What follows belongs to an exercise in optimizing a design on an open flow for small area, a short achievable clock period and few clock cycles per item; a production flow would make more cautious choices. In this exercise RTL edits were held to simulation tests only and were not proved equivalent to the original. Power is estimated from default activity; no workload was simulated.

`flow/design.v`:
```
package exe_pkg;
   localparam logic [7:0] OP_LV      = 8'h10;
   localparam logic [7:0] OP_SV      = 8'h11;
   localparam logic [7:0] OP_MTC1    = 8'h20;
   localparam logic [7:0] OP_MFC1    = 8'h21;
   localparam logic [7:0] OP_MOV_IMM = 8'h30;
   localparam int E_DVAL  = 0;     
   localparam int E_SMEM  = 32;    
   localparam int E_SSV   = 33;    
   localparam int E_SMTC1 = 34;    
   localparam int E_SWEN  = 35;    
   localparam int E_SWVL  = 36;    
   localparam int E_SVREG = 37;    
   localparam int E_SWIDX = 42;    
   localparam int E_SPLIT = 46;    
   localparam int E_NMEM  = 47;    
   localparam int E_NSV   = 48;
   localparam int E_NMTC1 = 49;
   localparam int E_NWEN  = 50;    
   localparam int E_NVREG = 51;    
   localparam int E_NRIDX = 56;    
   localparam int E_SRSEL = 60;    
   localparam int E_W     = 76;
endpackage
`timescale 1ns/1ps
module opcode_fifo (
   input  logic        clk,
   input  logic        reset,
   input  logic        push,
   input  logic [exe_pkg::E_W-1:0] push_data,
   input  logic        step,
   input  logic        skid_full_next,
   output logic [exe_pkg::E_W-1:0] head,
   output logic        head_valid,
   output logic        full
);
   logic [exe_pkg::E_W-1:0] e0;
   logic v0;
   logic pop, adv;
   logic v0_next, split_next, mem_next;
   assign head       = e0;
   assign head_valid = v0;
   assign pop = step && !e0[exe_pkg::E_SPLIT];
   assign adv = step && e0[exe_pkg::E_SPLIT];
   assign v0_next = push || (v0 && !pop);
   always_comb begin
      if (push) begin
         split_next = push_data[exe_pkg::E_SPLIT];
         mem_next   = push_data[exe_pkg::E_SMEM];
      end else if (adv) begin
         split_next = 1'b0;
         mem_next   = e0[exe_pkg::E_NMEM];
      end else begin
         split_next = e0[exe_pkg::E_SPLIT];
         mem_next   = e0[exe_pkg::E_SMEM];
      end
   end
   always_ff @(posedge clk or negedge reset) begin
      if (!reset) begin
         v0   <= 1'b0;
         full <= 1'b0;
      end else begin
         v0   <= v0_next;
         full <= v0_next && (split_next || (mem_next && skid_full_next));
      end
   end
   always_ff @(posedge clk) begin
      if (push) begin
         e0 <= push_data;
      end else if (adv) begin
         e0[exe_pkg::E_SMEM]       <= e0[exe_pkg::E_NMEM];
         e0[exe_pkg::E_SSV]        <= e0[exe_pkg::E_NSV];
         e0[exe_pkg::E_SMTC1]      <= e0[exe_pkg::E_NMTC1];
         e0[exe_pkg::E_SWEN]       <= e0[exe_pkg::E_NWEN];
         e0[exe_pkg::E_SWVL]       <= 1'b1;
         e0[exe_pkg::E_SVREG +: 5] <= e0[exe_pkg::E_NVREG +: 5];
         e0[exe_pkg::E_SRSEL +: 16] <= 16'b1 << e0[exe_pkg::E_NRIDX +: 4];
         e0[exe_pkg::E_SWIDX +: 4] <= e0[exe_pkg::E_NVREG +: 4];
         e0[exe_pkg::E_SPLIT]      <= 1'b0;
      end
   end
endmodule
`timescale 1ns/1ps
module instr_decode (
   input  logic [31:0] w0,
   input  logic [31:0] w1,
   input  logic        pend,
   input  logic [3:0]  pend_dst,
   output logic [exe_pkg::E_W-1:0] entry,
   output logic        pend_next,
   output logic [3:0]  pend_dst_next
);
   logic [7:0] op0, op1;
   logic lvsv0, mtc1_0, mfc1_0, movi0, rd0;
   logic lvsv1, mtc1_1, mfc1_1, movi1, rd1;
   logic dep_p, dep_n;
   logic split_p, split_n;
   assign op0 = w0[31:24];
   assign op1 = w1[31:24];
   assign lvsv0  = (op0[7:1] == exe_pkg::OP_LV[7:1]);
   assign mtc1_0 = (op0 == exe_pkg::OP_MTC1);
   assign mfc1_0 = (op0 == exe_pkg::OP_MFC1);
   assign movi0  = (op0 == exe_pkg::OP_MOV_IMM);
   assign rd0    = lvsv0 || mtc1_0;
   assign lvsv1  = (op1[7:1] == exe_pkg::OP_LV[7:1]);
   assign mtc1_1 = (op1 == exe_pkg::OP_MTC1);
   assign mfc1_1 = (op1 == exe_pkg::OP_MFC1);
   assign movi1  = (op1 == exe_pkg::OP_MOV_IMM);
   assign rd1    = lvsv1 || mtc1_1;
   assign dep_p = (pend_dst == w1[11:8]);
   assign dep_n = (w0[19:16] == w1[11:8]);
   assign split_p = mfc1_1 || (rd1 && dep_p);
   assign split_n = (rd0 && rd1) || (mfc1_0 && mfc1_1) || (mtc1_0 && (lvsv1 || mfc1_1)) ||
                    (rd1 && mfc1_0 && dep_n);
   assign pend_next     = (pend || !movi0) && movi1;
   assign pend_dst_next = w1[19:16];
   always_comb begin
      entry = '0;
      entry[exe_pkg::E_NMEM]       = lvsv1;
      entry[exe_pkg::E_NSV]        = op1[0];
      entry[exe_pkg::E_NMTC1]      = mtc1_1;
      entry[exe_pkg::E_NWEN]       = mfc1_1;
      entry[exe_pkg::E_NVREG +: 5] = w1[20:16];
      entry[exe_pkg::E_NRIDX +: 4] = w1[11:8];
      if (pend) begin
         entry[exe_pkg::E_DVAL +: 32]  = w0;
         entry[exe_pkg::E_SMEM]        = lvsv1 && !dep_p;
         entry[exe_pkg::E_SSV]         = op1[0];
         entry[exe_pkg::E_SMTC1]       = mtc1_1 && !dep_p;
         entry[exe_pkg::E_SWEN]        = 1'b1;
         entry[exe_pkg::E_SWVL]        = 1'b0;
         entry[exe_pkg::E_SVREG +: 5]  = w1[20:16];
         entry[exe_pkg::E_SRSEL +: 16] = 16'b1 << w1[11:8];
         entry[exe_pkg::E_SWIDX +: 4]  = pend_dst;
         entry[exe_pkg::E_SPLIT]       = split_p;
      end else if (movi0) begin
         entry[exe_pkg::E_DVAL +: 32]  = w1;
         entry[exe_pkg::E_SMEM]        = 1'b0;
         entry[exe_pkg::E_SSV]         = op1[0];
         entry[exe_pkg::E_SMTC1]       = 1'b0;
         entry[exe_pkg::E_SWEN]        = 1'b1;
         entry[exe_pkg::E_SWVL]        = 1'b0;
         entry[exe_pkg::E_SVREG +: 5]  = w1[20:16];
         entry[exe_pkg::E_SRSEL +: 16] = 16'b1 << w1[11:8];
         entry[exe_pkg::E_SWIDX +: 4]  = w0[19:16];
         entry[exe_pkg::E_SPLIT]       = 1'b0;
      end else begin
         entry[exe_pkg::E_DVAL +: 32]  = w1;
         entry[exe_pkg::E_SMEM]        = lvsv0 || (lvsv1 && !mtc1_0 && !(mfc1_0 && dep_n));
         entry[exe_pkg::E_SSV]         = lvsv0 ? op0[0] : op1[0];
         entry[exe_pkg::E_SMTC1]       = mtc1_0 || (mtc1_1 && !rd0 && !(mfc1_0 && dep_n));
         entry[exe_pkg::E_SWEN]        = mfc1_0 || (mfc1_1 && !mtc1_0);
         entry[exe_pkg::E_SWVL]        = 1'b1;
         entry[exe_pkg::E_SVREG +: 5]  = lvsv0 ? w0[20:16] : w1[20:16];
         entry[exe_pkg::E_SRSEL +: 16] = 16'b1 << (rd0 ? w0[11:8] : w1[11:8]);
         entry[exe_pkg::E_SWIDX +: 4]  = mfc1_0 ? w0[19:16] : w1[19:16];
         entry[exe_pkg::E_SPLIT]       = split_n;
      end
   end
endmodule
`timescale 1ns/1ps
module scalar_regfile (
   input  logic        clk,
   input  logic        reset,
   input  logic [15:0] rd_sel,
   output logic [31:0] rd_data,
   input  logic        wr_en,
   input  logic [3:0]  wr_idx,
   input  logic [31:0] wr_data
);
   logic [31:0] regs [16];
   logic [15:0] written;
   always_comb begin
      rd_data = 32'h0;
      for (int i = 0; i < 16; i++) begin
         rd_data = rd_data | (regs[i] & {32{rd_sel[i] && written[i]}});
      end
   end
   always_ff @(posedge clk or negedge reset) begin
      if (!reset) begin
         written <= '0;
      end else if (wr_en) begin
         written[wr_idx] <= 1'b1;
      end
   end
   always_ff @(posedge clk) begin
      if (wr_en) begin
         regs[wr_idx] <= wr_data;
      end
   end
endmodule
`timescale 1ns/1ps
module exe_control (
   input  logic        clk,
   input  logic        reset,
   input  logic [exe_pkg::E_W-1:0] head,
   input  logic        head_valid,
   output logic        step,
   output logic        skid_full_next,
   output logic [15:0] rd_sel,
   input  logic [31:0] rd_data,
   output logic        wr_en,
   output logic [3:0]  wr_idx,
   output logic [31:0] wr_data,
   input  logic        ls_busy,
   output logic        ls_req_valid,
   output logic        ls_req_write,
   output logic [4:0]  ls_req_vreg,
   output logic [31:0] ls_req_addr,
   output logic [31:0] ls_req_length
);
   logic [31:0] vec_len;
   logic        s_mem;
   logic        accept;
   logic        new_req;
   logic        out_load;
   logic        skid_load;
   logic        sk_valid;
   logic        sk_write;
   logic [4:0]  sk_vreg;
   logic [31:0] sk_addr;
   logic [31:0] sk_length;
   assign s_mem   = head[exe_pkg::E_SMEM];
   assign accept  = ls_req_valid && !ls_busy;
   assign step    = head_valid && (!s_mem || !sk_valid || accept);
   assign new_req = step && s_mem;
   assign rd_sel  = head[exe_pkg::E_SRSEL +: 16];
   assign wr_en   = step && head[exe_pkg::E_SWEN];
   assign wr_idx  = head[exe_pkg::E_SWIDX +: 4];
   assign wr_data = head[exe_pkg::E_SWVL] ? vec_len : head[exe_pkg::E_DVAL +: 32];
   assign out_load  = (!ls_req_valid || accept) && (sk_valid || new_req);
   assign skid_load = new_req && ls_req_valid && (sk_valid || !accept);
   assign skid_full_next = (sk_valid && !accept) || skid_load;
   always_ff @(posedge clk or negedge reset) begin
      if (!reset) begin
         vec_len      <= '0;
         ls_req_valid <= 1'b0;
         sk_valid     <= 1'b0;
      end else begin
         if (step && head[exe_pkg::E_SMTC1]) begin
            vec_len <= rd_data;
         end
         ls_req_valid <= (ls_req_valid && !accept) || sk_valid || new_req;
         sk_valid     <= skid_full_next;
      end
   end
   always_ff @(posedge clk) begin
      if (out_load) begin
         if (sk_valid) begin
            ls_req_write  <= sk_write;
            ls_req_vreg   <= sk_vreg;
            ls_req_addr   <= sk_addr;
            ls_req_length <= sk_length;
         end else begin
            ls_req_write  <= head[exe_pkg::E_SSV];
            ls_req_vreg   <= head[exe_pkg::E_SVREG +: 5];
            ls_req_addr   <= rd_data;
            ls_req_length <= vec_len;
         end
      end
      if (skid_load) begin
         sk_write  <= head[exe_pkg::E_SSV];
         sk_vreg   <= head[exe_pkg::E_SVREG +: 5];
         sk_addr   <= rd_data;
         sk_length <= vec_len;
      end
   end
endmodule
`timescale 1ns/1ps
module vector_exe_unit (
   input  logic        clk,
   input  logic        reset,
   input  logic        opcode_vld,
   input  logic [31:0] opcode0,
   input  logic [31:0] opcode1,
   input  logic        ls_busy,
   output logic        inst_buff_full,
   output logic        ls_req_valid,
   output logic        ls_req_write,
   output logic [4:0]  ls_req_vreg,
   output logic [31:0] ls_req_addr,
   output logic [31:0] ls_req_length
);
   logic        pend;
   logic [3:0]  pend_dst;
   logic        pend_next;
   logic [3:0]  pend_dst_next;
   logic [exe_pkg::E_W-1:0] entry;
   logic [exe_pkg::E_W-1:0] head;
   logic        head_valid;
   logic        push;
   logic        step;
   logic        skid_full_next;
   logic [15:0] rd_sel;
   logic [31:0] rd_data;
   logic        wr_en;
   logic [3:0]  wr_idx;
   logic [31:0] wr_data;
   assign push = opcode_vld && !inst_buff_full;
   always_ff @(posedge clk or negedge reset) begin
      if (!reset) begin
         pend <= 1'b0;
      end else if (push) begin
         pend <= pend_next;
      end
   end
   always_ff @(posedge clk) begin
      if (push) begin
         pend_dst <= pend_dst_next;
      end
   end
   instr_decode decoder (.w0(opcode0), .w1(opcode1), .pend(pend), .pend_dst(pend_dst),
      .entry(entry), .pend_next(pend_next), .pend_dst_next(pend_dst_next));
   opcode_fifo buffer (.clk(clk), .reset(reset), .push(push), .push_data(entry),
      .step(step), .skid_full_next(skid_full_next), .head(head), .head_valid(head_valid), .full(inst_buff_full));
   scalar_regfile sregs (.clk(clk), .reset(reset), .rd_sel(rd_sel), .rd_data(rd_data),
      .wr_en(wr_en), .wr_idx(wr_idx), .wr_data(wr_data));
   exe_control executor (.clk(clk), .reset(reset), .head(head), .head_valid(head_valid),
      .step(step), .skid_full_next(skid_full_next), .rd_sel(rd_sel), .rd_data(rd_data), .wr_en(wr_en), .wr_idx(wr_idx),
      .wr_data(wr_data), .ls_busy(ls_busy), .ls_req_valid(ls_req_valid),
      .ls_req_write(ls_req_write), .ls_req_vreg(ls_req_vreg), .ls_req_addr(ls_req_addr),
      .ls_req_length(ls_req_length));
endmodule
```
`flow/run.sh`:
```
#!/bin/bash
# synth_recipe.tcl (not shown) runs the flow's synth.tcl, then flattens the netlist and writes it again
# the make line also repeats each setting of config.mk as NAME=value (left out here)
make -C /OpenROAD-flow-scripts/flow DESIGN_CONFIG=/design/flow/config.mk WORK_HOME=/design/flow/orfs CLKGATE_MAP_FILE= SYNTH_SCRIPT=/design/flow/synth_recipe.tcl finish
```
`flow/config.mk`:
```
export PLATFORM = sky130hd
export DESIGN_NAME = vector_exe_unit
export DESIGN_NICKNAME = vector_exe_unit
export VERILOG_FILES = /design/flow/design.v
export SDC_FILE = /design/flow/constraint.sdc
export NUM_CORES = 4
export LEC_CHECK = 0
export CAP_MARGIN = 20
export CORE_MARGIN = 2
export CORE_UTILIZATION = 40
export CTS_CLUSTER_DIAMETER = 90
export CTS_CLUSTER_SIZE = 30
export SETUP_SLACK_MARGIN = 2.0
export SLEW_MARGIN = 20
export TNS_END_PERCENT = 0
```
`flow/constraint.sdc`:
```
create_clock -name core_clock -period 4.0 [get_ports {clk}]
set_input_delay 0.8000 -clock core_clock [delete_from_list [all_inputs] [get_ports {clk}]]
set_output_delay 0.8000 -clock core_clock [all_outputs]
set_load 0.01 [all_outputs]
```
==> results.sh, run 1 <==
export IMPL_wl_met1_mm=33.4
export IMPL_cts_hold_buf=0
export IMPL_slowest_stage="or4_4"
export IMPL_slew_viol_final=0
export IMPL_antenna_cells=0
export IMPL_yosysUniqueCellTypes=53
export IMPL_final_nets=2027
export IMPL_rsz0062_at_grt="true"
export IMPL_post_route_period_util_pct=53.8
export IMPL_path_class="input pin to flip-flop"
export IMPL_finalHoldViolations=0
export IMPL_grt_pass1_wl_mm=116
export IMPL_path_max_fanout=6
export IMPL_pwr_share_clk_pct=19.4
export IMPL_vias=17000
export IMPL_final_cell_mix="edfxtp_1 (726), a22oi_1 (132), mux2_2 (102)"
export IMPL_power_density_nw_per_um2=582
export IMPL_swShare_pct=30.5
export IMPL_overflow=0
export IMPL_dieArea_sq_um=76800
export IMPL_place_congestion=0.897
export IMPL_peakVddDrop_uv=340
export IMPL_io_pins=140
export IMPL_worstMarginPinSlew_ns=0.862
export IMPL_synth_edf_count=726
export IMPL_grt_max_degree=59
export IMPL_slew_headroom_pct=42.5
export IMPL_fin_setup_tns_ns=0
export IMPL_routed_wl_met2_mm=38.7
export IMPL_worstPathCellList="clkdlybuf4s50_1, or4_4, or2_4, o32ai_2, nand3b_1, a31oi_1"
export IMPL_drive_gt1_share_pct=20.5
export IMPL_hp_class="input pin to asynchronous set/reset pin"
export IMPL_status="finished clean"
export IMPL_post_drt_wl_per_cell_um=26.6
export IMPL_skew_ns=0.0187
export IMPL_clock_latency_ns=0.65
export IMPL_final_area_sq_um=34600
export IMPL_ant_nets=0
export IMPL_cp_required_ns=4.57
export IMPL_place_area_sq_um=32900
export IMPL_switching_power_uw=6140
export IMPL_top_layer="met4"
export IMPL_synthesis_area_sq_um=29900
export IMPL_clkTransAtPathRegs_ns=0.12
export IMPL_post_route_util_pct=46.6
export IMPL_placementRows=100
export IMPL_finalWirelength_mm=78.4
export IMPL_cts_buffers=30
export IMPL_root_buffer="clkbuf_16"
export IMPL_cap_violations=0
export IMPL_drc=0
export IMPL_synth_warnings=5
export IMPL_die_h_um=277
export IMPL_grt_pass1_vias=17000
export IMPL_synth_seq_cells=781
export IMPL_max_stage_delay_ns=0.54
export IMPL_fill_cells=6267
export IMPL_die_w_um=277
export IMPL_ys_flop_type="edfxtp_1"
export IMPL_synth_nets=1872
export IMPL_arrival_ns=2.72
export IMPL_syn_instance_count=1799
export IMPL_internal_power_uw=14000
export IMPL_final_common_cell="edfxtp_1"
export IMPL_crit_path_end_kind="flip-flop"
export IMPL_timing_fmax_mhz=464
export IMPL_setup_violations=0
export IMPL_track_usage_pct=20.2
export IMPL_htree_levels=1
export IMPL_total_leakage_power_uw=0.0116
export IMPL_drt_iter0_markers=1813
export IMPL_p_comb_share_pct=25.9
export IMPL_antenna_found_initial=0
export IMPL_drt_first_pass_iters=5
export IMPL_crit_family="simple AND/OR/NAND/NOR gates"
export IMPL_via_per_inst=5.76
export IMPL_cts_tree="built"
export IMPL_initial_utilization_pct=40.2
export IMPL_yosysSeqAreaShare_pct=77.6
export IMPL_path_buf_inv=1
export IMPL_avgSynthCellArea_sq_um=16.6
export IMPL_syn2layout_area_growth_pct=15.8
export IMPL_clock_sinks=781
export IMPL_startpoint_type="input pin"
export IMPL_dr_wl_met3_mm=4.81
export IMPL_dp_hpwl_mm=45.8
export IMPL_core_sq_um=74200
export IMPL_io_buffers=139
export IMPL_cts_buffer_depth=3
export IMPL_min_period_ns=2.15
export IMPL_synthArstFlopShare_pct=6.79
export IMPL_power_frac_seq_pct=54.7
sequential cells by signal, summed over array words and instances, names as in the netlist, 16 cells and up:
signal / cells
sregs.regs: 512
buffer.e0: 73
executor.ls_req_addr: 32
executor.ls_req_length: 32
executor.sk_addr: 32
executor.sk_length: 32
executor.vec_len: 32
sregs.written: 16
cells in the mapped netlist, drive strengths merged, types with 2 or more instances:
cell type  instances  share of area (%)
edfxtp           726                 73
a22oi            132                3.3
mux2             102                3.8
nand2             89                1.1
nand3             79                1.3
inv               73               0.92
clkbuf            72               0.91
nor2              70               0.88
a221oi            64                1.9
a22o              64                1.9
dfrtp             53                4.4
o21ai             53               0.89
mux2i             44                1.5
buf               31               0.52
o211ai            19               0.49
nor3              18               0.34
and2              17               0.36
a21o              15               0.38
a21oi             11               0.18
nor2b              7               0.15
nand2b             6               0.15
ha                 5               0.21
nor4               5               0.10
xnor2              5               0.15
xor2               5               0.15
and3               4              0.084
nand3b             4               0.10
a31oi              3              0.063
nor3b              3              0.075
dfxtp              2               0.13
nand4              2              0.042
o21a               2              0.050
or2                2              0.042
area by class of cell:
class	instances	area, sq um	area share, %
Clock buffer	53	868	2.51
Clock inverter	3	36.3	0.105
Inverter	73	274	0.792
Multi-Input combinational cell	842	6690	19.3
Sequential cell	781	23200	67.0
Tap cell	969	1210	3.51
Timing Repair Buffer	226	2330	6.75
per-stage QoR:
| stage | power [uW] | setup slack, ns | hold WS (ns) | std cells |
|---|---|---|---|---|
| final | 20100 | 1.85 | 0.246 | 2947 |
| after global routing | 20900 | 1.76 | 0.273 | 2947 |
| after CTS | 20300 | 1.91 | 0.260 | 2946 |
| after detailed placement | 16100 | 0.588 | 0.437 | 2857 |
| after global placement | 16000 | 0.606 | 0.431 | 2857 |
| after floorplan | 13800 | 0.993 | 0.420 | 1799 |
metal layers:
metal | vias up | GRT usage (%)
li1 | 7347 | -
met1 | 8905 | 28.6
met2 | 652 | 34.6
met3 | 82 | 1.68
met4 | 0 | 3.86
met5 | - | 0
cell families after synthesis:
kind of cell	synth area share [%]
DFF	77.6
buffers and inverters	2.34
xor gates and xnor gates	0.293
AOI/OAI and AO/OA	9.36
muxes	5.32
adders and majority gates	0.210
and+or+nand+nor	4.88
worst register-to-register path: stages (launching register included):
cell,delay (ns)
dfrtp_2,0.39
buf_4,0.10
inv_1,0.10
o211ai_4,0.26
and3_4,0.30
nand2_4,0.12
nor3_4,0.20
buf_4,0.18
buf_16,0.20
repair_timing:
action / CTS / global route
pin swaps: 55 / 1
buffers inserted: 29 / 1
gates resized for setup: 424 / 2
endpoints found under the setup margin: 918 / 743
gates cloned: 4 / 0
power by group through the flow:
| stage | Combinational (uW) | Sequential, uW | Clock (uW) |
|---|---|---|---|
| final | 5210 | 11000 | 3910 |
| after global routing | 5610 | 11100 | 4230 |
| after CTS | 5270 | 11000 | 3970 |
| after detailed placement | 4830 | 11200 | 0 |
| after global placement | 4750 | 11200 | 0 |
| after floorplan | 2590 | 11200 | 0 |
final timing paths:
| path | startpoint | endpoint | cells after the start | slack [ns] |
|---|---|---|---|---|
| worst max-delay path | opcode1[25] | buffer.full | 6 | 1.85 |
| worst min-delay path | reset | executor.vec_len[30] | 1 | 0.25 |
| worst max register to register | executor.ls_req_valid | sregs.regs[0][7] | 8 | 1.86 |
| worst min register to register | buffer.e0[38] | executor.sk_vreg[1] | 0 | 0.46 |
| max in group asynchronous | reset | executor.vec_len[5] | 2 | 2.82 |
| min in group core_clock | buffer.e0[38] | executor.sk_vreg[1] | 0 | 0.46 |
Testbench counts, summed over its fixed seeds: cycles 17,684, items 19,384.
==> inputs of run 2 (changes only) <==
--- a/flow/config.mk
+++ b/flow/config.mk
@@ -10,6 +10,6 @@
 export CORE_UTILIZATION = 40
 export CTS_CLUSTER_DIAMETER = 90
 export CTS_CLUSTER_SIZE = 30
-export SETUP_SLACK_MARGIN = 2.0
+export SETUP_SLACK_MARGIN = 2.2
 export SLEW_MARGIN = 20
 export TNS_END_PERCENT = 0
==> results.sh, run 2 <==
export IMPL_finalHoldViolations=0
export IMPL_track_usage_pct=20.4
export IMPL_total_leakage_power_uw=0.0116
export IMPL_hp_class="input pin to asynchronous set/reset pin"
export IMPL_synth_simple_area_share_pct=4.88
export IMPL_synthesis_area_sq_um=29900
export IMPL_yosys_area_share_xor_xnor_pct=0.293
export IMPL_antenna_cells=0
export IMPL_synthAdderAreaFrac_pct=0.210
export IMPL_cts_tree="built"
export IMPL_max_stage_delay_ns=0.38
export IMPL_cts_hold_buf=0
export IMPL_root_buffer="clkbuf_16"
export IMPL_crit_path_end_kind="flip-flop"
export IMPL_synth_most_common_cell="edfxtp_1"
export IMPL_synth_warnings=5
export IMPL_synth_top_area_share_pct=73.0
export IMPL_cp_required_ns=4.34
export IMPL_r2r_start="executor.ls_req_valid"
export IMPL_synth_top_cell_by_area="edfxtp_1"
export IMPL_peakVddDrop_uv=339
export IMPL_clock_latency_ns=0.64
export IMPL_io_pins=140
export IMPL_p_total_uw=20200
export IMPL_startpoint_type="input pin"
export IMPL_dp_hpwl_mm=45.8
export IMPL_clock_sinks=781
export IMPL_core_sq_um=74200
export IMPL_r2r_slack_ns=1.86
export IMPL_setup_violations=0
export IMPL_path_buf_inv=3
export IMPL_place_congestion=0.897
export IMPL_initial_utilization_pct=40.2
export IMPL_grt_use_met3_pct=1.91
export IMPL_status="finished clean"
export IMPL_gr_usage_met1_pct=28.8
export IMPL_largest_reg_flops=512
export IMPL_drive_gt1_share_pct=21.1
export IMPL_syn2layout_area_growth_pct=16.0
export IMPL_ys_top_cells_by_count="edfxtp_1 (726), a22oi_1 (132), mux2_2 (102)"
export IMPL_clkTransAtPathRegs_ns=0.11
export IMPL_post_drt_wl_per_cell_um=26.8
export IMPL_avgSynthCellArea_sq_um=16.6
export IMPL_htree_levels=1
export IMPL_fin_setup_tns_ns=0
export IMPL_synth_seq_cells=781
export IMPL_overflow=0
export IMPL_skew_ns=0.0198
export IMPL_post_route_period_util_pct=53.7
export IMPL_use_met2_pct=34.6
export IMPL_synth_area_leaders="edfxtp_1 (73%), dfrtp_1 (4.4%), mux2_2 (3.8%), a22oi_1 (3.3%), a221oi_1 (1.9%)"
export IMPL_die_w_um=277
export IMPL_drt_first_pass_iters=5
export IMPL_ys_flop_type="edfxtp_1"
export IMPL_synth_compound_area_share_pct=9.36
export IMPL_slew_viol_final=0
export IMPL_synth_top_family_by_area="compound AO/OA/AOI/OAI gates"
export IMPL_top_register="sregs.regs"
export IMPL_finalWirelength_mm=78.9
export IMPL_worstMarginPinSlew_ns=0.854
export IMPL_placementRows=100
export IMPL_arrival_ns=2.49
export IMPL_min_period_ns=2.15
export IMPL_grt_max_degree=59
export IMPL_cts_buffers=30
export IMPL_ant_nets=0
export IMPL_drt_iter0_markers=1726
export IMPL_synthArstFlopShare_pct=6.79
export IMPL_synth_nets=1872
export IMPL_top_usage_layer="met2"
export IMPL_cts_buffer_depth=3
export IMPL_via_per_inst=5.79
export IMPL_path_max_fanout=16
export IMPL_timing_fmax_mhz=465
export IMPL_grt_pass1_wl_mm=117
export IMPL_final_nets=2030
export IMPL_crit_family="buffers and inverters"
export IMPL_yosysSeqAreaShare_pct=77.6
export IMPL_post_route_util_pct=46.7
export IMPL_power_density_nw_per_um2=582
export IMPL_dieArea_sq_um=76800
export IMPL_synth_edf_count=726
export IMPL_worstPathCellList="dlygate4sd2_1, o211ai_4, and3_4, nand2_4, nor3_4, buf_4, buf_16"
export IMPL_holdWs_ns=0.251
export IMPL_crit_start="ls_busy"
export IMPL_io_buffers=139
export IMPL_drc=0
export IMPL_final_cell_mix="edfxtp_1 (726), a22oi_1 (132), mux2_2 (102)"
export IMPL_vias=17100
export IMPL_top_regs="sregs.regs x512, buffer.e0 x73"
export IMPL_syn_instance_count=1799
export IMPL_synth_mux_area_share_pct=5.32
export IMPL_slew_headroom_pct=43.0
export IMPL_antenna_found_initial=0
export IMPL_yosysUniqueCellTypes=53
export IMPL_cap_violations=0
export IMPL_final_common_cell="edfxtp_1"
export IMPL_slowest_stage="dlygate4sd2_1"
export IMPL_rsz0062_at_grt="true"
export IMPL_grt_pass1_vias=17100
export IMPL_path_class="input pin to flip-flop"
export IMPL_die_h_um=277
[run 2: worst paths after layout]
check                      cells after the start                   end
setup / recovery                               7      sregs.regs[0][7]
hold / removal                                 1  executor.vec_len[30]
setup reg to reg                               8      sregs.regs[0][7]
hold reg to reg                                0   executor.sk_vreg[1]
max in group asynchronous                      2   executor.vec_len[5]
min in group core_clock                        0   executor.sk_vreg[1]
[run 2: final cells by class]
class	instances	area [sq um]
Fill cell	6262	39600
Inverter	73	274
Tap cell	969	1210
Timing Repair Buffer	229	2360
Multi-Input combinational cell	842	6720
Clock inverter	3	36.3
Sequential cell	781	23200
Clock buffer	53	868
[run 2: what timing repair did]
item                                    CTS  global route
pin swaps                                62             7
gates cloned                              5             0
setup buffers                            32             0
endpoints found under the setup margin  992           915
resized for setup                       445            10
[run 2: cells by family (layout without fill, tap and decap cells)]
| group | after synthesis | count (layout) |
|---|---|---|
| AO/OA/AOI/OAI | 371 | 371 |
| XOR/XNOR | 10 | 10 |
| adder cells (fa/ha/maj) | 5 | 5 |
| buffers and inverters | 176 | 358 |
| flip-flops | 781 | 781 |
| multiplexers | 146 | 146 |
| AND/OR/NAND/NOR | 310 | 310 |
[run 2: report_power, final]
group / switching, uW / total (uW) / leakage (uW) / internal, uW
combinational: 3360 / 5240 / 0.00384 / 1880
clock: 2390 / 3910 / 0.000431 / 1510
sequential: 405 / 11000 / 0.00733 / 10600
total: 6160 / 20200 / 0.0116 / 14000
[run 2: per-layer routing]
| metal | wire (um) | vias up | share of wire, % |
|---|---|---|---|
| met3 | 4870 | 98 | 6.2 |
| met5 | 0 | - | 0 |
| met2 | 38700 | 692 | 49 |
| met1 | 33800 | 8936 | 43 |
| li1 | - | 7353 | - |
| met4 | 1480 | 0 | 1.9 |
[run 2: through the flow]
step	area (sq um)	setup WS (ns)	cells
after floorplan	30000	0.993	1799
after global placement	32900	0.606	2857
after detailed placement	32900	0.588	2857
after CTS	34600	1.92	2950
after global routing	34600	1.80	2950
final	34600	1.85	2950
==> inputs of run 3 (changes only) <==
--- a/flow/config.mk
+++ b/flow/config.mk
@@ -10,6 +10,6 @@
 export CORE_UTILIZATION = 40
 export CTS_CLUSTER_DIAMETER = 90
 export CTS_CLUSTER_SIZE = 30
-export SETUP_SLACK_MARGIN = 2.2
+export SETUP_SLACK_MARGIN = 2.0
 export SLEW_MARGIN = 20
-export TNS_END_PERCENT = 0
+export TNS_END_PERCENT = 5
==> results.sh, run 3 <==
export IMPL_status="finished clean"
export IMPL_die_w_um=277
export IMPL_slew_headroom_pct=43.7
export IMPL_initial_utilization_pct=40.2
export IMPL_htree_levels=1
export IMPL_setup_slack_ns=1.82
export IMPL_synth_top_cell_by_area="edfxtp_1"
export IMPL_instances_no_fill=3016
export IMPL_io_buffers=139
export IMPL_clkTransAtPathRegs_ns=0.12
export IMPL_synth_area_leaders="edfxtp_1 (73%), dfrtp_1 (4.4%), mux2_2 (3.8%), a22oi_1 (3.3%), a221oi_1 (1.9%)"
export IMPL_drive_gt1_share_pct=25.4
export IMPL_path_class="flip-flop to flip-flop"
export IMPL_clock_latency_ns=0.64
export IMPL_io_pins=140
export IMPL_grt_max_degree=59
export IMPL_final_area_sq_um=35800
export IMPL_overflow=0
export IMPL_total_leakage_power_uw=0.0122
export IMPL_post_drt_wl_per_cell_um=28.1
export IMPL_skew_ns=0.0200
export IMPL_use_met2_pct=34.8
export IMPL_track_usage_pct=20.4
export IMPL_power_density_nw_per_um2=576
export IMPL_synthesis_area_sq_um=29900
export IMPL_peakVddDrop_uv=339
export IMPL_cts_buffer_depth=3
export IMPL_arrival_ns=2.54
export IMPL_crit_path_end_kind="flip-flop"
export IMPL_placementRows=100
export IMPL_place_congestion=0.897
export IMPL_place_inst=2857
export IMPL_worstMarginPinSlew_ns=0.845
export IMPL_final_nets=2096
export IMPL_synth_nets=1872
export IMPL_dp_slack_ns=0.588
export IMPL_synth_edf_count=726
export IMPL_ant_nets=0
export IMPL_root_buffer="clkbuf_16"
export IMPL_ys_flop_type="edfxtp_1"
export IMPL_dieArea_sq_um=76800
export IMPL_cp_required_ns=4.37
export IMPL_synth_most_common_cell="edfxtp_1"
export IMPL_grt_pass1_wl_mm=117
export IMPL_vias=17600
export IMPL_setup_violations=0
export IMPL_top_regs="sregs.regs x512, buffer.e0 x73"
export IMPL_cts_tree="built"
export IMPL_top_register="sregs.regs"
export IMPL_finalWirelength_mm=84.7
export IMPL_startpoint_type="flip-flop"
export IMPL_largest_reg_flops=512
export IMPL_antenna_cells=0
export IMPL_rsz0062_at_grt="true"
export IMPL_cap_violations=0
export IMPL_post_route_period_util_pct=54.4
export IMPL_final_common_cell="edfxtp_1"
export IMPL_yosysUniqueCellTypes=53
export IMPL_synth_top_area_share_pct=73.0
export IMPL_top_usage_layer="met2"
export IMPL_gr_usage_met1_pct=28.8
export IMPL_syn_instance_count=1799
export IMPL_p_total_uw=20600
export IMPL_die_h_um=277
export IMPL_timing_fmax_mhz=460
export IMPL_cts_buffers=30
export IMPL_final_cell_mix="edfxtp_1 (726), a22oi_1 (132), mux2_2 (102)"
export IMPL_min_period_ns=2.18
export IMPL_dp_hpwl_mm=45.8
export IMPL_drt_iter0_markers=1935
export IMPL_synthArstFlopShare_pct=6.79
export IMPL_core_sq_um=74200
export IMPL_synth_warnings=5
export IMPL_via_per_inst=5.83
export IMPL_grt_pass1_vias=17100
export IMPL_slew_viol_final=0
export IMPL_place_area_sq_um=32900
export IMPL_yosysSeqAreaShare_pct=77.6
export IMPL_drt_first_pass_iters=5
export IMPL_cts_hold_buf=0
export IMPL_avgSynthCellArea_sq_um=16.6
export IMPL_clock_sinks=781
export IMPL_syn2layout_area_growth_pct=20.0
export IMPL_synth_seq_cells=781
export IMPL_hp_class="input pin to asynchronous set/reset pin"
export IMPL_finalHoldViolations=0
export IMPL_fin_setup_tns_ns=0
export IMPL_antenna_found_initial=1
export IMPL_ys_top_cells_by_count="edfxtp_1 (726), a22oi_1 (132), mux2_2 (102)"
export IMPL_path_max_fanout=5
export IMPL_grt_use_met3_pct=1.78
export IMPL_drc=0
run 3: cell count changes in the layout (fill, tap and decap cells not counted), moves of 6 or more:
cell / delta
dlymetal6s2s_1: +10
nand3_1: -7
and2_4: +6
buf_4: +36
clkbuf_16: +13
buf_12: +10
a221oi_2: +10
a221oi_1: -11
and2_1: -6
clkdlybuf4s15_1: +6
clkdlybuf4s50_1: -10
dlygate4sd2_1: -6
nand3_2: +8
buf_2: -8
run 3: layout make-up:
cell class	count	area (sq um)
clock buffers	53	868
flip-flops and latches	781	23200
inverters	73	282
repair buffers	295	3320
multi-input cells	842	6930
clock inverters	3	36.3
well taps	969	1210
fillers	6151	38400
run 3: metal layers:
metal | share of wire (%) | vias up
met2 | 48 | 818
li1 | - | 7491
met1 | 41 | 9174
met5 | 0 | -
met3 | 8.2 | 111
met4 | 2.3 | 0
run 3: cells by family after synthesis:
family	after synthesis	synth area share [%]
flip-flops	781	77.6
AO/OA/AOI/OAI	371	9.36
AND/OR/NAND/NOR	310	4.88
buffers and inverters	176	2.34
multiplexers	146	5.32
XOR/XNOR	10	0.293
adder cells (fa/ha/maj)	5	0.210
run 3: final timing paths:
check,startpoint,end,slack [ns],depth (start not counted)
max,executor.ls_req_valid,sregs.regs[3][8],1.82,10
min,reset,executor.vec_len[30],0.25,1
max reg2reg,executor.ls_req_valid,sregs.regs[3][8],1.82,10
min reg2reg,buffer.e0[40],executor.sk_vreg[3],0.46,0
max in group asynchronous,reset,executor.vec_len[5],2.83,2
min in group core_clock,buffer.e0[40],executor.sk_vreg[3],0.46,0
run 3: power by group:
part / internal, uW / leakage (uW) / switching [uW]
logic: 2160 / 0.00447 / 3570
registers: 10600 / 0.00733 / 408
clock network: 1510 / 0.000431 / 2400
run 3: critical path, stage by stage (launching register included):
cell and delay, ns:
dfrtp_2 0.40, buf_6 0.12, inv_8 0.03, o211ai_4 0.22, and3_4 0.26, buf_6 0.12
nand2_8 0.05, nor3_4 0.26, buf_6 0.13, buf_6 0.13, clkbuf_16 0.16
run 3: through the flow:
step / utilization, % / hold WS, ns
5_1_grt: 48.3 / 0.273
2_1_floorplan: - / 0.420
4_1_cts: 46.9 / 0.260
6_report: 48.3 / 0.245
3_3_place_gp: 44.3 / 0.431
3_5_place_dp: 44.3 / 0.437
run 3: repair_timing:
action / 4_1_cts / 5_1_grt
gates resized for setup: 444 / 95
setup buffers: 40 / 44
pin swaps: 62 / 46
setup endpoints to repair: 918 / 691
gates cloned: 6 / 13
==> inputs of run 4 (changes only) <==
--- a/flow/config.mk
+++ b/flow/config.mk
@@ -10,6 +10,6 @@
 export CORE_UTILIZATION = 40
 export CTS_CLUSTER_DIAMETER = 90
 export CTS_CLUSTER_SIZE = 30
+export GPL_TIMING_DRIVEN = 0
 export SETUP_SLACK_MARGIN = 2.0
 export SLEW_MARGIN = 20
-export TNS_END_PERCENT = 5
==> results.sh, run 4 <==
export IMPL_slew_viol_final=0
export IMPL_path_buf_inv=4
export IMPL_r2r_start="buffer.e0[62]"
export IMPL_initial_utilization_pct=40.2
export IMPL_cp_depth=9
export IMPL_final_cell_mix="edfxtp_1 (726), mux2_2 (102), a22oi_1 (101)"
export IMPL_total_leakage_power_uw=0.0135
export IMPL_dp_slack_ns=0.217
export IMPL_grt_pass1_wl_mm=134
export IMPL_drt_iter0_markers=2673
export IMPL_power_frac_seq_pct=49.6
export IMPL_worstMarginPinSlew_ns=1.01
export IMPL_core_sq_um=74200
export IMPL_grt_max_degree=42
export IMPL_placementRows=100
export IMPL_syn_instance_count=1799
export IMPL_synth_most_common_cell="edfxtp_1"
export IMPL_synth_nets=1872
export IMPL_dp_hpwl_mm=61.2
export IMPL_track_usage_pct=24.8
export IMPL_final_common_cell="edfxtp_1"
export IMPL_final_nets=2246
export IMPL_internal_power_uw=15000
export IMPL_skew_ns=0.0541
export IMPL_min_period_ns=2.27
export IMPL_synth_edf_count=726
export IMPL_swShare_pct=32.2
export IMPL_power_density_nw_per_um2=571
export IMPL_io_pins=140
export IMPL_grt_pass1_vias=18300
export IMPL_setup_worst_path_end="executor.ls_req_addr[10]"
export IMPL_largest_reg_flops=512
export IMPL_synth_warnings=5
export IMPL_crit_start="buffer.e0[62]"
export IMPL_cts_tree="built"
export IMPL_post_drt_wl_per_cell_um=31.3
export IMPL_yosysSeqAreaShare_pct=77.6
export IMPL_post_route_util_pct=52.3
export IMPL_p_total_uw=22100
export IMPL_ant_nets=0
export IMPL_synth_area_leaders="edfxtp_1 (73%), dfrtp_1 (4.4%), mux2_2 (3.8%), a22oi_1 (3.3%), a221oi_1 (1.9%)"
export IMPL_die_w_um=277
export IMPL_yosysUniqueCellTypes=53
export IMPL_clock_sinks=781
export IMPL_cts_buffer_depth=3
export IMPL_hp_class="flip-flop to flip-flop"
export IMPL_overflow=0
export IMPL_ys_top_cells_by_count="edfxtp_1 (726), a22oi_1 (132), mux2_2 (102)"
export IMPL_max_stage_delay_ns=0.43
export IMPL_dieArea_sq_um=76800
export IMPL_p_comb_share_pct=32.6
export IMPL_path_class="flip-flop to flip-flop"
export IMPL_worstPathCellList="and2_4, clkbuf_16, buf_4, clkbuf_16, buf_4, a221oi_4, nand3_2, nor2_4, mux2i_1"
export IMPL_synth_top_cell_by_area="edfxtp_1"
export IMPL_top_regs="sregs.regs x512, buffer.e0 x73"
export IMPL_cp_required_ns=4.36
export IMPL_rr_worst_depth=9
export IMPL_slowest_stage="edfxtp_1"
export IMPL_drt_first_pass_iters=6
export IMPL_pwr_share_clk_pct=17.8
export IMPL_antenna_cells=0
export IMPL_synth_top_area_share_pct=73.0
export IMPL_post_route_period_util_pct=56.7
export IMPL_root_buffer="clkbuf_16"
export IMPL_finalHoldViolations=0
export IMPL_peakVddDrop_uv=400
export IMPL_clkTransAtPathRegs_ns=0.11
export IMPL_antenna_found_initial=3
export IMPL_via_per_inst=6.00
export IMPL_setup_violations=0
export IMPL_die_h_um=277
export IMPL_cap_violations=0
export IMPL_ys_flop_type="edfxtp_1"
export IMPL_synthArstFlopShare_pct=6.79
export IMPL_timing_fmax_mhz=441
export IMPL_top_register="sregs.regs"
export IMPL_cts_buffers=30
export IMPL_startpoint_type="flip-flop"
export IMPL_min_delay_start="sregs.written[1]"
export IMPL_crit_path_end_kind="flip-flop"
export IMPL_r2r_slack_ns=1.73
export IMPL_rsz0062_at_grt="true"
export IMPL_avgSynthCellArea_sq_um=16.6
export IMPL_crit_family="buffers and inverters"
export IMPL_finalWirelength_mm=99.2
export IMPL_syn2layout_area_growth_pct=29.8
export IMPL_synthesis_area_sq_um=29900
export IMPL_slew_headroom_pct=32.4
export IMPL_r2r_end="executor.ls_req_addr[10]"
export IMPL_synth_seq_cells=781
export IMPL_fin_setup_tns_ns=0
export IMPL_status="finished clean"
export IMPL_setup_slack_ns=1.73
export IMPL_path_max_fanout=8
export IMPL_worstHoldPathCells=1
export IMPL_vias=19000
export IMPL_switching_power_uw=7130
export IMPL_clock_latency_ns=0.68
export IMPL_drive_gt1_share_pct=35.5
export IMPL_htree_levels=1
export IMPL_place_congestion=0.853
export IMPL_arrival_ns=2.63
export IMPL_drc=0
export IMPL_io_buffers=138
[run 4: cell counts after synthesis]
No cell type changed its count.
[run 4: area by class of cell]
class                      count  area [sq um]
buffer                       103          1510
clock buffer                  52           833
clock inverter                 4          50.0
fill                        5821         35400
inverter                      73           280
multi-input combinational    842          7630
sequential                   781         23200
tap                          969          1210
timing repair buffer         342          4080
[run 4: logic make-up (layout without fill, tap and decap cells)]
logic type / after synthesis / count (layout) / synth area share, %
compound gates: 371 / 371 / 9.36
fa+ha+maj: 5 / 5 / 0.210
buf+inv: 176 / 574 / 2.34
simple gates: 310 / 310 / 4.88
flops: 781 / 781 / 77.6
xor+xnor: 10 / 10 / 0.293
mux: 146 / 146 / 5.32
[run 4: worst reg2reg max path, delay by kind of cell, from the launching register on]
family	cells	cell delay (ns)
buffers and inverters	4	0.63
AND/OR/NAND/NOR	3	0.51
flip-flops	1	0.43
AO/OA/AOI/OAI	1	0.34
multiplexers	1	0.10
[run 4: metal layers]
metal	vias to the layer above	share of wire, %	global-route usage, %
met5	-	0.0071	0
met4	2	3.8	8.12
met3	222	10	5.48
met2	1182	47	39.4
met1	9771	39	34.0
li1	7809	-	-
[run 4: how the worst min path moves through the flow]
stage                                    to
after floorplan           sregs.written[10]
after global placement    sregs.written[12]
after detailed placement   sregs.written[6]
after CTS                  sregs.written[1]
after global routing       sregs.written[1]
final                      sregs.written[1]
[run 4: what timing repair did]
action,in CTS,in global routing
setup endpoints to repair,1189,859
hold buffers,1,0
pin swaps,148,119
buffers inserted,100,33
cloned,18,6
resized for setup,800,201
hold endpoints to repair,11,0
[run 4: power groups by stage]
stage / registers [uW] / clock network (uW) / logic [uW]
global placement: 11200 / 0 / 5130
CTS: 11000 / 3920 / 6620
global route: 11100 / 4210 / 7550
finish: 11000 / 3940 / 7220
detailed placement: 11200 / 0 / 5390
floorplan: 11200 / 0 / 2600
[run 4: stage by stage]
step           hold slack [ns]  instance area [sq um]  cells
2_1_floorplan            0.420                  30100   1799
3_3_place_gp             0.431                  32700   2906
3_5_place_dp             0.436                  33700   2952
4_1_cts                  0.461                  37600   3127
5_1_grt                  0.478                  38800   3166
6_report                 0.459                  38800   3166
==> inputs of run 5 (changes only) <==
--- a/flow/config.mk
+++ b/flow/config.mk
@@ -10,6 +10,6 @@
 export CORE_UTILIZATION = 40
 export CTS_CLUSTER_DIAMETER = 90
 export CTS_CLUSTER_SIZE = 30
-export GPL_TIMING_DRIVEN = 0
+export GPL_ROUTABILITY_DRIVEN = 0
 export SETUP_SLACK_MARGIN = 2.0
 export SLEW_MARGIN = 20
==> results.sh, run 5 <==
export IMPL_cap_violations=0
export IMPL_yosysSeqAreaShare_pct=77.6
export IMPL_clock_latency_ns=0.64
export IMPL_io_pins=140
export IMPL_cts_hold_buf=0
export IMPL_die_h_um=277
export IMPL_synthesis_area_sq_um=29900
export IMPL_fin_setup_tns_ns=0
export IMPL_htree_levels=1
export IMPL_clock_sinks=781
export IMPL_clkTransAtPathRegs_ns=0.11
export IMPL_ys_top_cells_by_count="edfxtp_1 (726), a22oi_1 (132), mux2_2 (102)"
export IMPL_synth_nets=1872
export IMPL_syn2layout_area_growth_pct=21.7
export IMPL_grt_pass1_wl_mm=123
export IMPL_power_density_nw_per_um2=582
export IMPL_cp_required_ns=4.37
export IMPL_synth_top_area_share_pct=73.0
export IMPL_finalWirelength_mm=86.5
export IMPL_hp_class="input pin to asynchronous set/reset pin"
export IMPL_slew_headroom_pct=36.2
export IMPL_via_per_inst=5.90
export IMPL_track_usage_pct=21.9
export IMPL_avgSynthCellArea_sq_um=16.6
export IMPL_synth_area_leaders="edfxtp_1 (73%), dfrtp_1 (4.4%), mux2_2 (3.8%), a22oi_1 (3.3%), a221oi_1 (1.9%)"
export IMPL_drive_gt1_share_pct=29.1
export IMPL_cts_buffers=30
export IMPL_drt_first_pass_iters=6
export IMPL_overflow=0
export IMPL_final_common_cell="edfxtp_1"
export IMPL_drt_iter0_markers=2198
export IMPL_status="finished clean"
export IMPL_core_sq_um=74200
export IMPL_io_buffers=139
export IMPL_startpoint_type="flip-flop"
export IMPL_setup_violations=0
export IMPL_synth_warnings=5
export IMPL_grt_max_degree=54
export IMPL_final_cell_mix="edfxtp_1 (726), a22oi_1 (126), mux2_2 (102)"
export IMPL_post_drt_wl_per_cell_um=28.5
export IMPL_peakVddDrop_uv=432
export IMPL_finalHoldViolations=0
export IMPL_ys_flop_type="edfxtp_1"
export IMPL_synth_most_common_cell="edfxtp_1"
export IMPL_arrival_ns=2.46
export IMPL_min_period_ns=2.08
export IMPL_cts_buffer_depth=3
export IMPL_largest_reg_flops=512
export IMPL_syn_instance_count=1799
export IMPL_dieArea_sq_um=76800
export IMPL_final_nets=2118
export IMPL_path_class="flip-flop to flip-flop"
export IMPL_worstMarginPinSlew_ns=0.957
export IMPL_dp_hpwl_mm=47.1
export IMPL_initial_utilization_pct=40.2
export IMPL_grt_pass1_vias=17300
export IMPL_synthArstFlopShare_pct=6.79
export IMPL_rsz0062_at_grt="true"
export IMPL_synth_seq_cells=781
export IMPL_top_regs="sregs.regs x512, buffer.e0 x73"
export IMPL_synth_top_cell_by_area="edfxtp_1"
export IMPL_root_buffer="clkbuf_16"
export IMPL_cts_tree="built"
export IMPL_vias=17900
export IMPL_ant_nets=0
export IMPL_timing_fmax_mhz=480
export IMPL_path_max_fanout=10
export IMPL_die_w_um=277
export IMPL_skew_ns=0.0229
export IMPL_total_leakage_power_uw=0.0126
export IMPL_crit_path_end_kind="flip-flop"
export IMPL_synth_edf_count=726
export IMPL_placementRows=100
export IMPL_top_register="sregs.regs"
export IMPL_antenna_found_initial=1
export IMPL_slew_viol_final=0
export IMPL_holdWs_ns=0.277
export IMPL_drc=0
export IMPL_post_route_period_util_pct=52.1
export IMPL_yosysUniqueCellTypes=53
run 5: cell count changes in the layout (fill, tap and decap cells not counted), sizes merged:
| cell | change |
|---|---|
| clkinv | -1 |
| clkbuf | -66 |
| clkinvlp | -1 |
| o211a | +1 |
| clkdlybuf4s50 | -7 |
| buf | -59 |
| bufbuf | +4 |
| dlymetal6s2s | +6 |
| diode | +1 |
| bufinv | +1 |
| dlygate4sd2 | -5 |
| dlygate4sd3 | -1 |
run 5: kinds of logic (layout without fill, tap and decap cells):
family	count (synthesis)	after routing	synth area share [%]
DFF	781	781	77.6
xor gates and xnor gates	10	10	0.293
and+or+nand+nor	310	310	4.88
buffers and inverters	176	445	2.34
other	0	1	0
adders and majority gates	5	5	0.210
AOI/OAI and AO/OA	371	372	9.36
muxes	146	146	5.32
run 5: stage by stage:
| stage | util, % | setup WS, ns | total power (uW) | cell area [sq um] | cells |
|---|---|---|---|---|---|
| final | 49.0 | 1.92 | 21200 | 36300 | 3039 |
| after global routing | 49.0 | 1.85 | 21900 | 36300 | 3038 |
| after CTS | 48.1 | 1.88 | 21000 | 35700 | 3012 |
| after detailed placement | 44.3 | 0.632 | 16100 | 32900 | 2862 |
| after global placement | 44.3 | 0.662 | 16000 | 32900 | 2862 |
| after floorplan | - | 0.994 | 13800 | 30100 | 1799 |
run 5: power by group:
part	internal, uW	switching (uW)	leakage [uW]	total (uW)
logic	2400	3740	0.00480	6140
registers	10600	432	0.00733	11000
clock network	1570	2400	0.000442	3980
total	14600	6570	0.0126	21200
run 5: area by class of cell:
cell class	instances	area [sq um]
Fill cell	6141	37900
Sequential cell	781	23200
Multi-Input combinational cell	843	7320
Timing Repair Buffer	316	3420
Tap cell	969	1210
Clock buffer	53	868
Inverter	73	279
Clock inverter	3	56.3
Antenna cell	1	2.50
run 5: timing repair:
item | 4_1_cts | 5_1_grt
resized for setup | 560 | 105
hold endpoints to repair | 0 | 0
cloned | 17 | 4
setup endpoints to repair | 894 | 441
setup buffers | 77 | 22
pin swaps | 117 | 104
run 5: final timing paths:
kind                                        from                       end  slack, ns  cells after the start
max in group asynchronous                  reset          sregs.written[6]       2.96                      2
min in group core_clock         sregs.written[1]          sregs.written[1]       0.46                      1
worst min-delay path                       reset      executor.vec_len[30]       0.28                      1
worst max-delay path               buffer.e0[67]  executor.ls_req_addr[19]       1.92                      7
worst min register to register  sregs.written[1]          sregs.written[1]       0.46                      1
worst max register to register     buffer.e0[67]  executor.ls_req_addr[19]       1.92                      7
run 5: layer usage:
| metal | track usage, % | wire length (um) | up-vias |
|---|---|---|---|
| li1 | - | - | 7546 |
| met1 | 30.4 | 34600 | 9338 |
| met2 | 37.4 | 42600 | 915 |
| met3 | 2.46 | 7030 | 133 |
| met4 | 4.25 | 2260 | 0 |
| met5 | 0 | 0 | - |
run 5: critical path, stage by stage (launching register included):
cell	delay [ns]
edfxtp_1	0.45
and2_4	0.25
buf_12	0.14
bufbuf_16	0.28
a22oi_1	0.14
nand3_1	0.14
nor2_4	0.29
mux2i_1	0.11
==> inputs of run 6 (changes only) <==
--- a/flow/config.mk
+++ b/flow/config.mk
@@ -10,6 +10,5 @@
 export CORE_UTILIZATION = 40
 export CTS_CLUSTER_DIAMETER = 90
 export CTS_CLUSTER_SIZE = 30
-export GPL_ROUTABILITY_DRIVEN = 0
 export SETUP_SLACK_MARGIN = 2.0
 export SLEW_MARGIN = 20
==> results.sh, run 6 <==
export IMPL_dieArea_sq_um=76800
export IMPL_total_leakage_power_uw=0.0124
export IMPL_worstMarginPinSlew_ns=0.913
export IMPL_final_cell_mix="edfxtp_1 (726), a22oi_1 (126), mux2_2 (102)"
export IMPL_vias=17600
export IMPL_final_common_cell="edfxtp_1"
export IMPL_arrival_ns=2.45
export IMPL_drc=0
export IMPL_cap_violations=0
export IMPL_root_buffer="clkbuf_16"
export IMPL_slowest_stage="dfrtp_1"
export IMPL_swShare_pct=31.3
export IMPL_clock_latency_ns=0.65
export IMPL_largest_reg_flops=512
export IMPL_path_buf_inv=2
export IMPL_pwr_share_clk_pct=19.3
export IMPL_io_pins=140
export IMPL_synth_edf_count=726
export IMPL_die_w_um=277
export IMPL_synth_top_cell_by_area="edfxtp_1"
export IMPL_p_comb_share_pct=28.5
export IMPL_cts_buffers=31
export IMPL_multi_input_area_sq_um=7260
export IMPL_place_congestion=0.849
export IMPL_post_route_period_util_pct=51.3
export IMPL_finalHoldViolations=0
export IMPL_io_buffers=139
export IMPL_fin_setup_tns_ns=0
export IMPL_skew_ns=0.0296
export IMPL_peakVddDrop_uv=442
export IMPL_grt_pass1_vias=17300
export IMPL_crit_path_end_kind="flip-flop"
export IMPL_ys_top_cells_by_count="edfxtp_1 (726), a22oi_1 (132), mux2_2 (102)"
export IMPL_grt_max_degree=71
export IMPL_min_period_ns=2.05
export IMPL_finalWirelength_mm=85.4
export IMPL_crit_family="simple AND/OR/NAND/NOR gates"
export IMPL_clkTransAtPathRegs_ns=0.12
export IMPL_yosysUniqueCellTypes=53
export IMPL_ant_nets=0
export IMPL_switching_power_uw=6610
export IMPL_max_stage_delay_ns=0.42
export IMPL_power_frac_seq_pct=52.2
export IMPL_die_h_um=277
export IMPL_htree_levels=1
export IMPL_syn2layout_area_growth_pct=20.9
export IMPL_initial_utilization_pct=40.2
export IMPL_slew_viol_final=0
export IMPL_path_max_fanout=7
export IMPL_synthesis_area_sq_um=29900
export IMPL_core_sq_um=74200
export IMPL_placementRows=100
export IMPL_top_regs="sregs.regs x512, buffer.e0 x73"
export IMPL_worstPathCellList="and2_4, buf_12, buf_12, a22o_1, a221oi_2, nand3_1, nor2_4, mux2i_1"
export IMPL_overflow=0
export IMPL_path_class="flip-flop to flip-flop"
export IMPL_ys_flop_type="edfxtp_1"
export IMPL_timing_fmax_mhz=487
export IMPL_path_common_cell="buf_12"
export IMPL_post_drt_wl_per_cell_um=28.2
export IMPL_synth_area_leaders="edfxtp_1 (73%), dfrtp_1 (4.4%), mux2_2 (3.8%), a22oi_1 (3.3%), a221oi_1 (1.9%)"
export IMPL_hp_class="input pin to asynchronous set/reset pin"
export IMPL_dp_hpwl_mm=47.2
export IMPL_synth_top_area_share_pct=73.0
export IMPL_syn_instance_count=1799
export IMPL_synth_nets=1872
export IMPL_synthArstFlopShare_pct=6.79
export IMPL_fill_cells=6171
export IMPL_startpoint_type="flip-flop"
export IMPL_via_per_inst=5.80
export IMPL_status="finished clean"
export IMPL_slew_headroom_pct=39.2
export IMPL_post_route_util_pct=48.7
export IMPL_rsz0062_at_grt="true"
export IMPL_r2r_start="sregs.written[8]"
export IMPL_final_nets=2106
export IMPL_drive_gt1_share_pct=28.9
export IMPL_track_usage_pct=21.4
export IMPL_synth_seq_cells=781
export IMPL_internal_power_uw=14500
export IMPL_clock_sinks=781
export IMPL_antenna_found_initial=1
export IMPL_synth_warnings=5
export IMPL_regArea_sq_um=23200
export IMPL_synth_most_common_cell="edfxtp_1"
export IMPL_yosysSeqAreaShare_pct=77.6
export IMPL_avgSynthCellArea_sq_um=16.6
export IMPL_setup_violations=0
export IMPL_power_density_nw_per_um2=585
export IMPL_antenna_cells=0
export IMPL_cts_tree="built"
export IMPL_drt_iter0_markers=1735
export IMPL_top_register="sregs.regs"
export IMPL_grt_pass1_wl_mm=121
export IMPL_crit_start="sregs.written[8]"
export IMPL_cts_buffer_depth=3
export IMPL_cp_required_ns=4.40
export IMPL_drt_first_pass_iters=5
==> run 6: cell type report <==
| cell class | instances | area share, % |
|---|---|---|
| Clock inverter | 9 | 0.291 |
| Tap cell | 969 | 3.36 |
| Sequential cell | 781 | 64.2 |
| Timing Repair Buffer | 304 | 8.89 |
| Multi-Input combinational cell | 842 | 20.1 |
| Inverter | 73 | 0.773 |
| Clock buffer | 49 | 2.39 |
==> run 6: kinds of logic (layout without fill, tap and decap cells) <==
group,Yosys count,in the layout,synth area share (%)
flip-flops,781,781,77.6
AO/OA/AOI/OAI,371,371,9.36
AND/OR/NAND/NOR,310,310,4.88
buffers and inverters,176,435,2.34
multiplexers,146,146,5.32
XOR/XNOR,10,10,0.293
adder cells (fa/ha/maj),5,5,0.210
==> run 6: final timing paths <==
check,end,slack [ns],cells past startpoint
max in group asynchronous,sregs.written[5],2.96,2
setup reg to reg,executor.ls_req_addr[14],1.95,8
hold reg to reg,sregs.written[3],0.45,1
hold / removal,executor.vec_len[24],0.27,1
min in group core_clock,sregs.written[3],0.45,1
setup / recovery,executor.ls_req_addr[14],1.95,8
==> run 6: worst reg2reg max path, stage by stage (launching register included) <==
cell	delay (ns)
dfrtp_1	0.42
and2_4	0.20
buf_12	0.17
buf_12	0.15
a22o_1	0.18
a221oi_2	0.22
nand3_1	0.17
nor2_4	0.18
mux2i_1	0.10
==> run 6: timing repair <==
item                                    CTS  global route
cloned                                   11             8
pin swaps                                97            98
gates resized for setup                 523           125
setup buffers                            62            23
endpoints found under the setup margin  915           356
hold buffers                              0             0
==> run 6: stage by stage <==
step | total power [uW] | hold slack [ns] | setup WS [ns] | area [sq um] | instances
finish | 21100 | 0.265 | 1.95 | 36100 | 3027
global route | 21900 | 0.298 | 1.88 | 36100 | 3027
CTS | 20900 | 0.273 | 1.91 | 35300 | 2996
detailed placement | 16200 | 0.433 | 0.656 | 32900 | 2865
global placement | 16100 | 0.429 | 0.725 | 32900 | 2865
floorplan | 13800 | 0.420 | 0.994 | 30100 | 1799
==> run 6: layer usage <==
metal | track usage, % | vias up | share of wire [%] | wire (um)
met4 | 4.84 | 0 | 2.4 | 2070
met3 | 2.86 | 111 | 6.8 | 5840
met5 | 0 | - | 0 | 0
met2 | 36.2 | 724 | 49 | 42100
met1 | 29.7 | 9204 | 41 | 35400
li1 | - | 7516 | - | -
==> run 6: power by group through the flow <==
stage	clock [uW]	combinational, uW	sequential (uW)
6_report	4080	6010	11000
3_5_place_dp	0	4940	11300
3_3_place_gp	0	4870	11200
5_1_grt	4370	6380	11100
2_1_floorplan	0	2600	11200
4_1_cts	4130	5700	11000
==> inputs of run 7 (changes only) <==
--- a/flow/design.v
+++ b/flow/design.v
@@ -37,7 +37,7 @@
    logic [exe_pkg::E_W-1:0] e0;
    logic v0;
    logic pop, adv;
-   logic v0_next, split_next, mem_next;
+   logic v0_next, split_next, wait_next;
    assign head       = e0;
    assign head_valid = v0;
    assign pop = step && !e0[exe_pkg::E_SPLIT];
@@ -46,13 +46,13 @@
    always_comb begin
       if (push) begin
          split_next = push_data[exe_pkg::E_SPLIT];
-         mem_next   = push_data[exe_pkg::E_SMEM];
+         wait_next   = push_data[exe_pkg::E_SMEM] || push_data[exe_pkg::E_SMTC1];
       end else if (adv) begin
          split_next = 1'b0;
-         mem_next   = e0[exe_pkg::E_NMEM];
+         wait_next   = e0[exe_pkg::E_NMEM] || e0[exe_pkg::E_NMTC1];
       end else begin
          split_next = e0[exe_pkg::E_SPLIT];
-         mem_next   = e0[exe_pkg::E_SMEM];
+         wait_next   = e0[exe_pkg::E_SMEM] || e0[exe_pkg::E_SMTC1];
       end
    end
    always_ff @(posedge clk or negedge reset) begin
@@ -61,7 +61,7 @@
          full <= 1'b0;
       end else begin
          v0   <= v0_next;
-         full <= v0_next && (split_next || (mem_next && skid_full_next));
+         full <= v0_next && (split_next || (wait_next && skid_full_next));
       end
    end
    always_ff @(posedge clk) begin
@@ -219,10 +219,10 @@
    logic        sk_write;
    logic [4:0]  sk_vreg;
    logic [31:0] sk_addr;
-   logic [31:0] sk_length;
    assign s_mem   = head[exe_pkg::E_SMEM];
    assign accept  = ls_req_valid && !ls_busy;
-   assign step    = head_valid && (!s_mem || !sk_valid || accept);
+   assign step    = head_valid &&
+                    (!(s_mem || head[exe_pkg::E_SMTC1]) || !sk_valid || accept);
    assign new_req = step && s_mem;
    assign rd_sel  = head[exe_pkg::E_SRSEL +: 16];
    assign wr_en   = step && head[exe_pkg::E_SWEN];
@@ -250,19 +250,17 @@
             ls_req_write  <= sk_write;
             ls_req_vreg   <= sk_vreg;
             ls_req_addr   <= sk_addr;
-            ls_req_length <= sk_length;
          end else begin
             ls_req_write  <= head[exe_pkg::E_SSV];
             ls_req_vreg   <= head[exe_pkg::E_SVREG +: 5];
             ls_req_addr   <= rd_data;
-            ls_req_length <= vec_len;
          end
+         ls_req_length <= vec_len;
       end
       if (skid_load) begin
          sk_write  <= head[exe_pkg::E_SSV];
          sk_vreg   <= head[exe_pkg::E_SVREG +: 5];
          sk_addr   <= rd_data;
-         sk_length <= vec_len;
       end
    end
 endmodule
--- a/flow/config.mk
+++ b/flow/config.mk
@@ -5,10 +5,11 @@
 export SDC_FILE = /design/flow/constraint.sdc
 export NUM_CORES = 4
 export LEC_CHECK = 0
+export ABC_AREA = 1
 export CAP_MARGIN = 20
 export CORE_MARGIN = 2
 export CORE_UTILIZATION = 40
-export CTS_CLUSTER_DIAMETER = 90
+export CTS_CLUSTER_DIAMETER = 70
 export CTS_CLUSTER_SIZE = 30
 export SETUP_SLACK_MARGIN = 2.0
 export SLEW_MARGIN = 20
==> results.sh, run 7 <==
export IMPL_ant_nets=0
export IMPL_ys_flop_type="edfxtp_1"
export IMPL_drive_gt1_share_pct=21.2
export IMPL_status="finished clean"
export IMPL_io_pins=140
export IMPL_skew_ns=0.0459
export IMPL_cts_buffer_depth=3
export IMPL_largest_reg_flops=512
export IMPL_place_congestion=0.837
export IMPL_finalWirelength_mm=85.1
export IMPL_dieArea_sq_um=75300
export IMPL_clkTransAtPathRegs_ns=0.10
export IMPL_worstMarginPinSlew_ns=0.917
export IMPL_post_drt_wl_per_cell_um=24.3
export IMPL_yosysUniqueCellTypes=40
export IMPL_hp_class="input pin to asynchronous set/reset pin"
export IMPL_die_w_um=274
export IMPL_grt_pass1_vias=18900
export IMPL_final_cell_mix="edfxtp_1 (695), nand2_1 (508), nand3_1 (197)"
export IMPL_antenna_found_initial=1
export IMPL_cp_required_ns=4.36
export IMPL_synth_area_leaders="edfxtp_1 (71%), nand2_1 (7.0%), dfrtp_1 (4.5%), nand3_1 (3.8%), inv_1 (1.8%)"
export IMPL_via_per_inst=5.47
export IMPL_drt_first_pass_iters=6
export IMPL_top_regs="sregs.regs x512, buffer.e0 x73"
export IMPL_final_area_sq_um=36000
export IMPL_post_route_period_util_pct=52.9
export IMPL_cts_buffers=38
export IMPL_clock_sinks=749
export IMPL_synth_seq_cells=749
export IMPL_htree_levels=2
export IMPL_r2r_start="buffer.e0[70]"
export IMPL_power_density_nw_per_um2=718
export IMPL_root_buffer="clkbuf_16"
export IMPL_path_class="flip-flop to flip-flop"
export IMPL_antenna_cells=0
export IMPL_core_sq_um=72700
export IMPL_grt_max_degree=69
export IMPL_vias=19200
export IMPL_synth_top_area_share_pct=71.3
export IMPL_place_area_sq_um=32400
export IMPL_startpoint_type="flip-flop"
export IMPL_yosysSeqAreaShare_pct=75.9
export IMPL_fin_setup_tns_ns=0
export IMPL_total_leakage_power_uw=0.0131
export IMPL_ys_top_cells_by_count="edfxtp_1 (695), nand2_1 (548), nand3_1 (220)"
export IMPL_slew_viol_final=0
export IMPL_cap_violations=0
export IMPL_placementRows=99
export IMPL_drt_iter0_markers=2113
export IMPL_syn2layout_area_growth_pct=23.2
export IMPL_avgSynthCellArea_sq_um=13.0
export IMPL_dp_hpwl_mm=50.7
export IMPL_crit_start="buffer.e0[70]"
export IMPL_synth_nets=2330
export IMPL_crit_path_end_kind="flip-flop"
export IMPL_initial_utilization_pct=40.3
export IMPL_final_nets=2591
export IMPL_clock_latency_ns=0.62
export IMPL_synth_warnings=5
export IMPL_min_period_ns=2.11
export IMPL_syn_instance_count=2257
export IMPL_synthArstFlopShare_pct=7.08
export IMPL_drc=0
export IMPL_fill_cells=6140
export IMPL_cts_tree="built"
export IMPL_overflow=0
export IMPL_io_buffers=139
export IMPL_track_usage_pct=21.8
export IMPL_synth_most_common_cell="edfxtp_1"
export IMPL_top_register="sregs.regs"
export IMPL_slew_headroom_pct=38.9
export IMPL_peakVddDrop_uv=406
export IMPL_path_max_fanout=8
export IMPL_finalHoldViolations=0
export IMPL_setup_violations=0
export IMPL_grt_pass1_wl_mm=121
export IMPL_die_h_um=274
export IMPL_synth_edf_count=695
export IMPL_final_common_cell="edfxtp_1"
export IMPL_rsz0062_at_grt="true"
export IMPL_timing_fmax_mhz=473
export IMPL_arrival_ns=2.48
export IMPL_rr_worst_depth=9
export IMPL_synth_top_cell_by_area="edfxtp_1"
export IMPL_synthesis_area_sq_um=29300
## run 7: cell count changes after synthesis, sizes merged, moves of 54 or more
cell,change
nand2,+463
nand3,+141
a22oi,-132
mux2,-102
inv,+67
a21oi,+60
o21ai,+54
## run 7: worst paths after layout
path                       slack [ns]                          to
setup / recovery                 1.89    executor.ls_req_addr[20]
hold / removal                   0.21                        pend
setup reg to reg                 1.89    executor.ls_req_addr[20]
hold reg to reg                  0.43  executor.ls_req_length[27]
max in group asynchronous        2.87        executor.vec_len[27]
min in group core_clock          0.43  executor.ls_req_length[27]
## run 7: timing repair
action | 4_1_cts | 5_1_grt
setup endpoints to repair | 934 | 624
resized for setup | 471 | 165
buffers inserted | 56 | 27
hold buffers | 0 | 0
pin swaps | 50 | 76
cloned | 11 | 13
## run 7: cell families (layout without fill, tap and decap cells)
kind of cell / after synthesis / count (layout) / share of synthesized area (%)
buffers and inverters: 246 / 531 / 3.27
XOR/XNOR: 3 / 3 / 0.0898
adder cells (fa/ha/maj): 5 / 5 / 0.214
AND/OR/NAND/NOR: 938 / 941 / 13.5
flip-flops: 749 / 749 / 75.9
AO/OA/AOI/OAI: 316 / 317 / 6.98
## run 7: where the power goes
part	internal [uW]	total, uW	switching [uW]
Sequential	11100	11700	596
Clock	2140	4850	2720
Combinational	3100	9300	6200
Total	16400	25900	9510
## run 7: worst max-delay path, stage by stage (launching register included)
cell        delay, ns
edfxtp_1         0.45
nand2_4          0.12
clkinvlp_4       0.11
buf_12           0.15
buf_12           0.15
a22o_1           0.24
a211oi_2         0.24
nand3_2          0.24
nand2_1          0.11
nand2_1          0.09
## run 7: cell type report
class / instances / area (sq um) / share of cell area (%)
flip-flops and latches: 749 / 22200 / 61.7
multi-input cells: 1266 / 7230 / 20.0
repair buffers: 320 / 3380 / 9.38
well taps: 959 / 1200 / 3.33
clock buffers: 43 / 1020 / 2.84
inverters: 141 / 599 / 1.66
clock inverters: 25 / 377 / 1.04
repair inverters: 2 / 15.0 / 0.0417
## run 7: routing by layer
layer,routed length (um),GRT usage [%],up-vias
met5,0,0,-
met4,2670,7.64,0
met3,5390,2.88,104
met2,41000,35.4,676
met1,36000,30.2,9751
li1,-,-,8654
## run 7: stage by stage
step | setup WS [ns] | util [%] | power [uW] | instances | hold slack [ns]
6_report | 1.89 | 49.6 | 25900 | 3505 | 0.208
5_1_grt | 1.84 | 49.6 | 27000 | 3505 | 0.236
4_1_cts | 1.91 | 47.9 | 25200 | 3465 | 0.206
3_5_place_dp | 0.676 | 44.6 | 19600 | 3330 | 0.436
3_3_place_gp | 0.753 | 44.5 | 19500 | 3329 | 0.432
2_1_floorplan | 1.24 | - | 15800 | 2257 | 0.425
Testbench counts of run 7, summed over its fixed seeds: cycles 18,098, items 19,384.

Check on run 7: ideal ports give 1.886 ns setup slack; a clkbuf_16 on the clock port and buf_2 on the inputs give 1.866 ns; moving port delays by the midpoint clock arrival (0.657 ns) as well gives 1.420 ns.
